What follows belongs to an exercise in optimizing a design on an open flow for small area, a short achievable clock period and few clock cycles per item; a production flow would make more cautious choices. Only simulation tests tie the RTL to the original design; equivalence was not proved. Power and IR drop assume default switching activity.

== lane 1 ==
## packet_timestamp_interpolator
module packet_timestamp_interpolator
(
    input  logic         clk,
    input  logic         rst_n,
    input  logic         cfg_valid,
    output logic         cfg_ready,
    input  logic [1:0]   cfg_index,
    input  logic [63:0]  cfg_data,
    input  logic         in_valid,
    output logic         in_ready,
    input  logic [15:0]  packet_length,
    input  logic [63:0]  cycle_count,
    output logic         out_valid,
    input  logic         out_ready,
    output logic [63:0]  timestamp,
    output logic         recalibrated
);
    function automatic [4:0] bitlen17(input [16:0] v);
        integer i;
        begin
            bitlen17 = 5'd0;
            for (i = 0; i < 17; i = i + 1)
                if (v[i]) bitlen17 = 5'(i + 1);
        end
    endfunction
    function automatic [4:0] bitlen23(input [22:0] v);
        integer i;
        begin
            bitlen23 = 5'd0;
            for (i = 0; i < 23; i = i + 1)
                if (v[i]) bitlen23 = 5'(i + 1);
        end
    endfunction
    localparam int W_IDLE = 0,
                   W_SUB  = 1,    
                   W_MUL  = 2,    
                   W_DIV  = 3,    
                   W_NOW  = 4,    
                   W_UPD  = 5,    
                   W_E    = 6,    
                   W_LT   = 7,    
                   W_SDIV = 8,    
                   W_SFIN = 9,    
                   W_SF2  = 10,   
                   W_M3   = 11;   
    localparam int NW = 12;
    assign cfg_ready = 1'b1;
    logic [33:0] tick;
    logic [63:0] base_cycles, base_time, anchor;
    logic [6:0]  items;
  ...
Size in the first run: roughly 7900 cells after synthesis, roughly 1100 flip-flops, roughly 220 I/O pins, roughly 74000 um2 of cells after synthesis.
make LEC_CHECK=0 CAP_MARGIN=20 CORE_MARGIN=2 CORE_UTILIZATION=40 SETUP_SLACK_MARGIN=3.3 SLEW_MARGIN=20 TNS_END_PERCENT=100 finish   # period 8.0 ns
run.sh (not shown) runs the stock make flow with config.mk's settings and CLKGATE_MAP_FILE= SYNTH_SCRIPT=/design/flow/synth_recipe.tcl, a recipe that flattens the netlist after the stock synthesis.
Testbench counts of lane 1, summed over its fixed seeds: cycles 4,279, items 2,560.
> inputs changed (lane 1 -> lane 2)
Settings: changing CORE_UTILIZATION from 40 to 55; changing CAP_MARGIN from 20 to 35; changing SLEW_MARGIN from 20 to 35.
==> results.txt <==
Summary: with lane 1 as the reference, final-layout fill cell count in lane 2 moved down by more than a quarter.
Critical path depth in lane 2 vs lane 1: up 4
Non-clock buffer count was lower in the run labelled lane 1.
Between lane 2 and lane 1, the difference in footprint of the multi-input gates is negligible.
Lane 2 vs lane 1 — number of instances resized during post-cts repair dropped 7.
Net switching component of the power ends up lower on lane 2.
The inputs of lane 3 differ from those of lane 2 as listed below.
Settings: TNS_END_PERCENT removed (was 100); SETUP_SLACK_MARGIN removed (was 3.3); CORE_UTILIZATION changed from 55 to 40.
Findings:
Achievable frequency, lane 3 vs lane 2: down by more than 10%
Looking at routed wire length per instance, lane 3 sits 5.2% lower than lane 2 does.
Lane 3 against lane 2: pin count of the biggest net entering global routing decreased 3; sequential share of layout area essentially unchanged.
Summary of lane 3 over lane 2: power rose by about 2.6%, least setup slack across all paths after layout lower, TritonCTS buffer count rose by 13.
Looking at source of the critical timing path, the st[2]$_DFFE_PN0P_ result is from lane 3; the st[6]$_DFF_PN0_ one comes from lane 2.
[inputs] lane 4 vs lane 3
Settings: putting TNS_END_PERCENT at 100 where nothing was set; putting SETUP_SLACK_MARGIN at 3.0 where nothing was set.
Notes after the runs:
- Worst path setup slack after routing ends up higher on lane 4.
- Area growth from synthesis to final layout ended up 0.76 points higher on lane 4 than on lane 3.
- Summary of lane 4 over lane 3: largest net degree at the start of global routing increased 24, vias after detailed routing increased 419, number of signal-net buffers in the layout increased 11, share of cell area taken by multi-input logic gates essentially unchanged, routed wire length increased 1.5 mm.
- Between lane 4 and lane 3, instance count on the critical path is higher for lane 3, lane 4 comes in under that.
- Compared with lane 3, leakage component of the power in lane 4 increased slightly.
For lane 5, these inputs were changed with respect to lane 4:
Settings: SETUP_SLACK_MARGIN now 3.5, was 3.0.
--- outcome ---
Every run in the comparison, lane 4 and lane 5, completed the flow with a clean layout.
Summary of lane 5 over lane 4: utilization after layout grew by 1.0 points, share of the clock period used by the worst path dropped 4.4 points.
Diff lane 4 -> lane 5: peak supply drop shows a reduction of about 34%; area of the mapped netlist shows no meaningful change; area of combinational cells with multiple inputs shows an increase of 2.5%; smallest setup slack after layout shows an increase of 0.35 ns; length of routed wiring on met1 shows an increase of 2.2%.
Area: lane 5 vs lane 4 -> lane 5 larger
From lane 4 to lane 5 the numbers moved as follows: final standard cell count with taps included and fillers excluded +84, count of clock-buffer cells in the layout -11.

========
Setup of run 1:
Starting RTL as in the previous note.
==> flow/design.v (excerpt) <==
module packet_timestamp_interpolator
(
    input  logic         clk,
    input  logic         rst_n,
    input  logic         cfg_valid,
    output logic         cfg_ready,
    input  logic [1:0]   cfg_index,
    input  logic [63:0]  cfg_data,
    input  logic         in_valid,
    output logic         in_ready,
    input  logic [15:0]  packet_length,
    input  logic [63:0]  cycle_count,
    output logic         out_valid,
    input  logic         out_ready,
    output logic [63:0]  timestamp,
    output logic         recalibrated
);
Settings: LEC_CHECK=0, CAP_MARGIN=35, CORE_MARGIN=2, CORE_UTILIZATION=40, SETUP_SLACK_MARGIN=2.5, SLEW_MARGIN=35, TNS_END_PERCENT=100; clock period 8.0 ns.
Testbench counts of run 1, summed over its fixed seeds: cycles 4,279, items 2,560.
Input changes introduced in run 2 (baseline for comparison: run 1):
-- flow/config.mk --
<<< run 1, line 11
export SETUP_SLACK_MARGIN = 2.5
>>> run 2, line 11
export SETUP_SLACK_MARGIN = 3.7
## What came out
On power, run 1 and run 2 are basically level.
In the reports for run 1 and run 2, the larger final core area utilization belongs to run 2.
DRC marker count from the first detailed-route iteration went up by a little under 10% going from run 1 to run 2.
Number of buffers and inverters on the critical path, run 1 and run 2: larger value in run 2
Looking at worst slew margin relative to its limit, run 2 sits 3.9 points higher than run 1 does.
Run 1 has a higher register fraction of the total cell area than run 2.
Every stage of the flow completed for run 2, and the final layout passed the timing, design-rule and antenna checks.
Run 1 finished every step from synthesis to the final layout, and the layout passed the timing, design-rule and antenna checks.
Routed length per instance (lower): run 1
Compared with run 1, in run 2 HPWL after detailed placement rose 1.1 mm, setup slack after layout +680 ps, total placed instance area stayed essentially flat, total wirelength of the detailed-routed design shows an increase of 17 mm.
Relative to run 2, the following input files were edited for run 3:
-- flow/config.mk --
<<< run 2, line 11
export SETUP_SLACK_MARGIN = 3.7
>>> run 3, line 11
export SETUP_SLACK_MARGIN = 3.3
--- outcome ---
Run 3 vs run 2 on buffering overhead: run 3 is the lower one.
The run showing the smaller first-pass GRT wire length is run 3.
Comparing run 3 with run 2, the area of placed instances came out essentially unchanged.
On run 3: diode insertion count for antenna repair is 4 higher than what run 2 gave.
The number of cells on the critical path reported for run 3 is smaller than that of run 2 by 4.
Summary — proportion of cell area occupied by registers, run 3 relative to run 2: higher, by 1.5 points.
Looking at end point of the critical path, the wn[64] result is from run 2; the wr[33] one comes from run 3.
Relative to run 2, clock buffer instance count of the final layout decreased by 1 in run 3.
No stage failed in run 3, and the final checks on the layout all came back clean.
Summary: with run 2 as the reference, leakage component of the power in run 3 moved down by a few percent.
Total clock sinks delta (run 2 -> run 3): insignificant

==> re-timing with driven ports <==
Ports are ideal in the flow. The routed layouts listed here were re-timed in OpenROAD.
Step 1 assumes that a clkbuf_16 drives the clock port and a buf_2 every other input.
Step 2 times the ports against the registers' clock, not the clock port: input delays grow and output delays shrink by t, the midpoint of the rising clock arrivals with the driver on.
a / b / c = ideal ports / drivers / drivers and shift; a / b = the first two.
| run | t (ns) | setup WS [ns] | clock arrival spread, ns |
|---|---|---|---|
| lane 1 | 0.867 | 3.364 / 3.364 / 3.048 | 0.038 / 0.039 |
| lane 2 | 0.824 | 3.279 / 3.279 / 2.897 | 0.059 / 0.059 |
| lane 3 | 0.866 | 1.926 / 1.926 / 1.926 | 0.041 / 0.040 |
| lane 4 | 0.877 | 3.123 / 3.123 / 3.123 | 0.048 / 0.049 |
| lane 5 | 0.883 | 3.477 / 3.477 / 2.956 | 0.045 / 0.046 |
| run 1 | 0.868 | 2.694 / 2.694 / 2.694 | 0.048 / 0.048 |
| run 2 | 0.883 | 3.376 / 3.376 / 3.243 | 0.053 / 0.053 |
| run 3 | 0.884 | 3.331 / 3.331 / 3.235 | 0.048 / 0.048 |
After both steps every run listed still meets setup and hold. The setup slack of lane 5, which loses most, moves by 0.000 ns with the drivers and by -0.521 ns with both steps.
